Context: an optimization exercise on an open-source flow, tuned for small area, a short achievable clock period and few clock cycles. The choices shown serve that exercise and are no tape-out recipe. In this exercise RTL edits were held to simulation tests only and were not proved equivalent to the original.

==> design/flow/design.v <==
module fwdkm_seq #(
  parameter int unsigned NJ    = 3,
  parameter int unsigned ANG_W = 32,
  parameter int unsigned COS_W = 32,
  parameter int unsigned LEN_W = 16,
  parameter int unsigned ACC_W = 64
) (
  input  logic                 clk,
  input  logic                reset,
  input  logic                in_valid,
  output logic                in_ready,
  input  logic [ANG_W-1:0]    yaw_ang,
  input  logic [NJ*ANG_W-1:0] jnt_ang,
  input  logic [NJ*ANG_W-1:0] jnt_off,
  input  logic [NJ*LEN_W-1:0] link_len,
  input  logic [LEN_W-1:0]    base_h,
  output logic                cos_req_valid,
  input  logic                cos_req_ready,
  output logic [ANG_W-1:0]    cos_req_angle,
  input  logic                cos_rsp_valid,
  input  logic [COS_W-1:0]    cos_rsp_data,
  output logic                out_valid,
  input  logic                out_ready,
  output logic [ACC_W-1:0]    pos_x,
  output logic [ACC_W-1:0]    pos_y,
  output logic [ACC_W-1:0]    pos_z,
  output logic                busy
);
  localparam int unsigned RW = 50;
  localparam int unsigned PW = 51;
  localparam int unsigned SW = PW + 5;
  logic       occ_q;       
  logic       act_q;       
  logic       pend_q;      
  logic [2:0] q_q;         
  logic       outst_q;     
  logic       mac_v_q;     
  logic [2:0] mac_k_q;
  logic       bpend_q;     
  logic       bbusy_q;     
  logic [2:0] bcnt_q;      
  logic       ov_q;        
  logic [31:0] f0_q, s1_q, s2_q, yw_q, ra_q;
  logic [15:0] l0_q, l1_q, l2_q, bh_q;
  logic [31:0] creg_q, c6_q, c7_q;
  logic [RW-1:0] r_q, h_q, ry_q, py_q;
  logic [PW-1:0] pz_q, px_q;
  logic accept, req_fire, ans;
  logic [2:0] rsp_k;
  logic gate;
  logic [31:0] abase;
  assign in_ready = !occ_q;
  assign busy     = occ_q;
  assign accept   = in_valid && !occ_q;
  assign abase         = (q_q[2:1] == 2'd0) ? f0_q : ra_q;
  assign cos_req_angle = {abase[31:30] - {1'b0, q_q[0]}, abase[29:0]};
  always_comb begin
    gate = 1'b1;
    if (q_q == 3'd1) gate = !bpend_q;
    else if (q_q[2:1] == 2'b11) gate = !bpend_q && (!bbusy_q || bcnt_q >= 3'd5);
  end
  assign cos_req_valid = act_q && gate && (!outst_q || cos_rsp_valid);
  assign req_fire      = cos_req_valid && cos_req_ready;
  assign ans           = cos_rsp_valid && outst_q;
  assign rsp_k         = q_q - 3'd1;
  always_ff @(posedge clk or posedge reset) begin
    if (reset) begin
      occ_q   <= 1'b0;
      act_q   <= 1'b0;
      pend_q  <= 1'b0;
      q_q     <= '0;
      outst_q <= 1'b0;
      mac_v_q <= 1'b0;
      mac_k_q <= '0;
    end else begin
      if (accept) occ_q <= 1'b1;
      else if (ans && rsp_k == 3'd5) occ_q <= 1'b0;
      if (req_fire) q_q <= q_q + 3'd1;
      if (req_fire && q_q == 3'd7) begin
        act_q  <= pend_q || accept;
        pend_q <= 1'b0;
      end else if (accept) begin
        if (act_q) pend_q <= 1'b1;
        else       act_q  <= 1'b1;
      end
      if (req_fire)  outst_q <= 1'b1;
      else if (ans)  outst_q <= 1'b0;
      mac_v_q <= ans && (rsp_k <= 3'd5);
      if (ans) mac_k_q <= rsp_k;
    end
  end
  always_ff @(posedge clk) begin
    if (accept) begin
      f0_q <= jnt_off[31:0]  + jnt_ang[31:0];
      s1_q <= jnt_off[63:32] + jnt_ang[63:32];
      s2_q <= jnt_off[95:64] + jnt_ang[95:64];
      yw_q <= yaw_ang;
      l0_q <= link_len[15:0];
      l1_q <= link_len[31:16];
      l2_q <= link_len[47:32];
      bh_q <= base_h;
    end
    if (req_fire && q_q[0] && q_q != 3'd7)
      ra_q <= (q_q == 3'd5) ? yw_q : abase + (q_q[1] ? s2_q : s1_q);
    if (ans) creg_q <= cos_rsp_data;
    if (ans && rsp_k == 3'd6) c6_q <= cos_rsp_data;
    if (ans && rsp_k == 3'd7) begin
      c7_q <= cos_rsp_data;
      ry_q <= r_q;
    end
  end
  logic [15:0]   lsel;
  logic [RW-1:0] acc_in, mac_sum;
  always_comb begin
    case (mac_k_q[2:1])
      2'd0:    lsel = l0_q;
      2'd1:    lsel = l1_q;
      default: lsel = l2_q;
    endcase
    if (mac_k_q == 3'd0)      acc_in = '0;
    else if (mac_k_q == 3'd1) acc_in = {4'd0, bh_q, 30'd0};
    else if (mac_k_q[0])      acc_in = h_q;
    else                      acc_in = r_q;
  end
  logic signed [16:0] lsel_s;
  logic signed [31:0] creg_s;
  logic signed [48:0] lprod;
  assign lsel_s  = {1'b0, lsel};
  assign creg_s  = creg_q;
  assign lprod   = lsel_s * creg_s;
  assign mac_sum = acc_in + RW'(lprod);
  always_ff @(posedge clk) begin
    if (mac_v_q) begin
      if (mac_k_q[0]) h_q <= mac_sum;
      else            r_q <= mac_sum;
    end
  end
  logic ans7, pos_free, bstart, blast;
  assign ans7     = ans && rsp_k == 3'd7;
  assign pos_free = !bbusy_q && (!ov_q || out_ready);
  assign bstart   = (ans7 || bpend_q) && pos_free;
  assign blast    = (bcnt_q == 3'd6);
  logic signed [5:0] dz, dx;
  always_comb begin
    dz = {1'b0, 5'(c6_q >> (5 * bcnt_q))};
    dx = {1'b0, 5'(c7_q >> (5 * bcnt_q))};
    if (blast) begin
      dz = {{4{c6_q[31]}}, c6_q[31:30]};
      dx = {{4{c7_q[31]}}, c7_q[31:30]};
    end
  end
  logic signed [SW-1:0] sz, sx, pz_in, px_in, ry_s;
  logic signed [PW-1:0] pz_sq, px_sq;
  logic signed [RW-1:0] ry_sq;
  logic                 first;
  assign first = (bcnt_q == 3'd0);
  assign pz_sq = pz_q;
  assign px_sq = px_q;
  assign ry_sq = ry_q;
  assign pz_in = first ? '0 : SW'(pz_sq);
  assign px_in = first ? '0 : SW'(px_sq);
  assign ry_s  = SW'(ry_sq);
  assign sz = pz_in + ry_s * SW'(dz);
  assign sx = px_in + ry_s * SW'(dx);
  always_ff @(posedge clk or posedge reset) begin
    if (reset) begin
      bpend_q <= 1'b0;
      bbusy_q <= 1'b0;
      bcnt_q  <= '0;
      ov_q    <= 1'b0;
    end else begin
      if (bstart)    bpend_q <= 1'b0;
      else if (ans7) bpend_q <= 1'b1;
      if (bstart) begin
        bbusy_q <= 1'b1;
        bcnt_q  <= '0;
      end else if (bbusy_q) begin
        bcnt_q <= bcnt_q + 3'd1;
        if (blast) bbusy_q <= 1'b0;
      end
      if (bbusy_q && blast)      ov_q <= 1'b1;
      else if (ov_q && out_ready) ov_q <= 1'b0;
    end
  end
  always_ff @(posedge clk) begin
    if (bstart) py_q <= h_q;
    if (bbusy_q) begin
      pz_q <= blast ? sz[PW-1:0] : sz[SW-1:5];
      px_q <= blast ? sx[PW-1:0] : sx[SW-1:5];
    end
  end
  assign out_valid = ov_q;
  assign pos_x = {{(ACC_W-PW){px_q[PW-1]}}, px_q};
  assign pos_z = {{(ACC_W-PW){pz_q[PW-1]}}, pz_q};
  assign pos_y = {{(ACC_W-RW){py_q[RW-1]}}, py_q};
endmodule
==> design/flow/run.sh <==
#!/bin/bash
# synth_recipe.tcl (not shown) runs the flow's synth.tcl, then flattens the netlist and writes it again
# the make line also repeats each setting of config.mk as NAME=value (left out here)
make -C /OpenROAD-flow-scripts/flow DESIGN_CONFIG=/design/flow/config.mk WORK_HOME=/design/flow/orfs CLKGATE_MAP_FILE= SYNTH_SCRIPT=/design/flow/synth_recipe.tcl finish
==> design/flow/config.mk <==
export PLATFORM = sky130hd
export DESIGN_NAME = fwdkm_seq
export DESIGN_NICKNAME = fwdkm_seq
export VERILOG_FILES = /design/flow/design.v
export SDC_FILE = /design/flow/constraint.sdc
export NUM_CORES = 4
export LEC_CHECK = 0
export CAP_MARGIN = 20
export CORE_MARGIN = 2
export CORE_UTILIZATION = 40
export SLEW_MARGIN = 20
==> design/flow/constraint.sdc <==
create_clock -name core_clock -period 13.0 [get_ports {clk}]
set_input_delay 2.6000 -clock core_clock [delete_from_list [all_inputs] [get_ports {clk}]]
set_output_delay 2.6000 -clock core_clock [all_outputs]
set_load 0.01 [all_outputs]
==> results.json <==
{
  "run_status": "complete, no violations",
  "htree_levels": 3,
  "dp_slack_ps": 2120,
  "final_area_mm2": 0.0840,
  "hp-start": "r_q[9]$_DFFE_PP_",
  "start_kind": "flop",
  "synth_area_mm2": 0.0734,
  "wirelength_mm": 222,
  "r2r_slack_ps": 2000,
  "ctsHoldBuffers": 0,
  "min_period_ps": 11000,
  "clk_latency_ps": 750,
  "yosys.area.top_type": "fa_1",
  "detailedRoute.firstIterationViolations": 3396,
  "critPathRequiredTime_ps": 13470,
  "arrival_ps": 11470,
  "r2r-start": "mac_k_q[1]$_DFFE_PP0P_",
  "reg2reg_to": "h_q[47]$_DFFE_PP_",
  "place_area_mm2": 0.0811,
  "grt_pass1_wl_mm": 342,
  "cts_buffers": 82,
  "worstHoldEndpoint": "ry_q[9]$_DFFE_PP_",
  "die-area_mm2": 0.187,
  "io_buffers": 553,
  "syn-num-nets": 9144,
  "ios": 554,
  "routabilityCongestion": 0.913,
  "slowest_stage": "a21oi_2",
  "max_freq_mhz": 90.9,
  "fin_tns_setup_ps": 0,
  "fill_cells": 17300,
  "holdCritPathClass": "flop to flop",
  "ant_nets": 0,
  "fp.dieW_um": 432,
  "drv_slew": 0,
  "post-dp-hpwl_mm": 175,
  "synth.avg_cell_area_um2": 10.1,
  "slew_headroom_pct": 29.6,
  "vias": 53200,
  "final-setup-viol-count": 0,
  "initial_core_util_pct": 40.2,
  "synth_edf_count": 622,
  "synth_common_cells": "inv_1, fa_1, nand2_1",
  "cts_resized": 0,
  "drt-pass1-iter-count": 6,
  "path_max_fanout": 15,
  "grt_usage_pct": 24.0,
  "drive_gt1_share_pct": 5.85,
  "worstHoldPathCells": 0,
  "finClkSkew_ps": 57.2,
  "max_cap_viol_count": 0,
  "fin_nets": 9505,
  "grt_pass1_vias": 57200,
  "synth_cells": 7286,
  "clk_path_buf_depth": 3,
  "post_cts_buffers": 0,
  "fin_hold_ws_ps": 448,
  "yosysWarnings": 1,
  "synth.distinct_cells": 87,
  "cp.depth": 38,
  "rows": 157,
  "rr_worst_depth": 38,
  "synth_area_leaders": "fa_1, edfxtp_1, ha_1, inv_1, nand2_1",
  "cts.clk_slew.worst_paths_ps": 60,
  "antenna_found_initial": 21,
  "clkSinkCount": 639,
  "path_delay_family": "compound AO/OA/AOI/OAI gates",
  "synth_ff_type": "edfxtp_1",
  "ys_seq_area_share_pct": 26.0,
  "cpMostUsedCell": "fa_1",
  "drc_errors": 0,
  "worstMarginPinSlew_ps": 1060,
  "rsz0062_at_grt": "false",
  "area_growth_pct": 14.4,
  "synth_seq_cells": 639,
  "via_per_inst": 5.27,
  "hold_viol": 0,
  "synth_top_area_share_pct": 27.3,
  "cts_tree": "built",
  "endpoint_kind": "flop",
  "seq_area_mm2": 0.0191,
  "core_mm2": 0.183,
  "path_buf_inv": 5,
  "gr-total-overflow": 0,
  "grt_max_degree": 79,
  "crit_type": "flop to flop",
  "multi_input_area_mm2": 0.0489,
  "critPathMaxStageDelay_ps": 770,
  "layout_setup_ws_ps": 2000,
  "async_flop_share_pct": 2.66,
  "dieHeight_um": 432,
  "cts_root_buffer": "clkbuf_16",
  "synth_most_common_cell": "inv_1",
  "wl_per_cell_um": 21.9,
  "fin_crit_sh_pct": 84.6
}
==> placed cells by master (no fill, tap or decap), types with 18 or more instances in the layout <==
cell type	count
nor2_1	236
mux2_2	77
clkdlybuf4s50_1	553
nor2b_1	284
nand2_1	857
or2_2	108
nand2b_1	46
o211ai_1	18
o21a_1	42
a31oi_1	31
nand3_1	48
fa_1	1002
a21oi_1	274
ha_1	530
and2_1	380
a21o_1	185
and3_1	46
a211oi_1	35
o21bai_1	43
nand4_1	30
edfxtp_1	622
mux2i_1	77
nor3_1	53
or3_1	24
xnor2_1	224
xor2_1	86
clkbuf_16	82
buf_4	57
inv_1	1102
o21ai_0	235
==> layout make-up <==
cell class | instances | area share [%]
repair buffers | 611 | 7.12
diodes | 4 | 0.0119
inverters | 1102 | 4.93
flip-flops and latches | 639 | 22.8
multi-input cells | 5211 | 58.2
clock buffers | 91 | 2.48
well taps | 2385 | 3.55
clock inverters | 59 | 0.902
==> metal layers <==
layer / track usage [%] / vias to the layer above / wire (um)
met2: 42.0 / 1501 / 110000
met4: 8.60 / 24 / 8950
met5: 0 / - / 154
met3: 3.98 / 395 / 11700
li1: - / 24300 / -
met1: 29.9 / 27000 / 90700
==> cells by family after synthesis <==
logic type	Yosys count	share of synthesized area [%]
AND/OR/NAND/NOR	2158	14.5
adder cells (fa/ha/maj)	1532	36.4
buffers and inverters	1436	7.55
AO/OA/AOI/OAI	1045	9.24
flip-flops	639	26.0
XOR/XNOR	310	3.70
multiplexers	166	2.57
==> flip-flops by register name (all words and copies together) (netlist names), 3 cells and up <==
signal and count:
px_q 51, pz_q 51, h_q 50, py_q 50, r_q 50, ry_q 50
c6_q 32, c7_q 32, creg_q 32, f0_q 32, ra_q 32, s1_q 32
s2_q 32, yw_q 32, bh_q 16, l0_q 16, l1_q 16, l2_q 16
bcnt_q 3, mac_k_q 3, q_q 3
==> worst max path at each step <==
| stage | from | endpoint |
|---|---|---|
| floorplan | in_valid | pend_q$_DFFE_PP0P_ |
| global placement | mac_k_q[1]$_DFFE_PP0P_ | h_q[49]$_DFFE_PP_ |
| detailed placement | mac_k_q[1]$_DFFE_PP0P_ | h_q[47]$_DFFE_PP_ |
| CTS | mac_k_q[1]$_DFFE_PP0P_ | h_q[47]$_DFFE_PP_ |
| global route | mac_k_q[1]$_DFFE_PP0P_ | h_q[49]$_DFFE_PP_ |
| finish | mac_k_q[1]$_DFFE_PP0P_ | h_q[47]$_DFFE_PP_ |
==> through the flow <==
stage | utilization [%] | std cells
global placement | 44.4 | 9947
finish | 46.0 | 10100
detailed placement | 44.4 | 9947
global route | 46.0 | 10100
floorplan | - | 7286
CTS | 45.9 | 10100
Testbench counts, summed over its fixed seeds: cycles 3,152.

-- re-timing with driven ports --
How much do the figures lean on ideal ports? The routed layout below was timed once more, with nothing changed but the port constraints. Step 1 assumes that a clkbuf_16 drives the clock port and a buf_2 every other input. Step 2 times the ports against the registers' clock, not the clock port: input delays grow and output delays shrink by t, the midpoint of the rising clock arrivals with the driver on. Slacks: no drivers / after step 1 / after step 2; pairs: no drivers / after step 1.
t (ns): 0.803
setup WS [ns]: 1.999 / 1.999 / 1.999
latest minus earliest clock arrival (ns): 0.070 / 0.070
worst data-port slew with drivers (ns): 0.17
cell pins on the clock port's net: 1
After both steps setup and hold are still met in this run. The setup slack of this run moves by 0.000 ns with the drivers and by 0.000 ns with both steps.
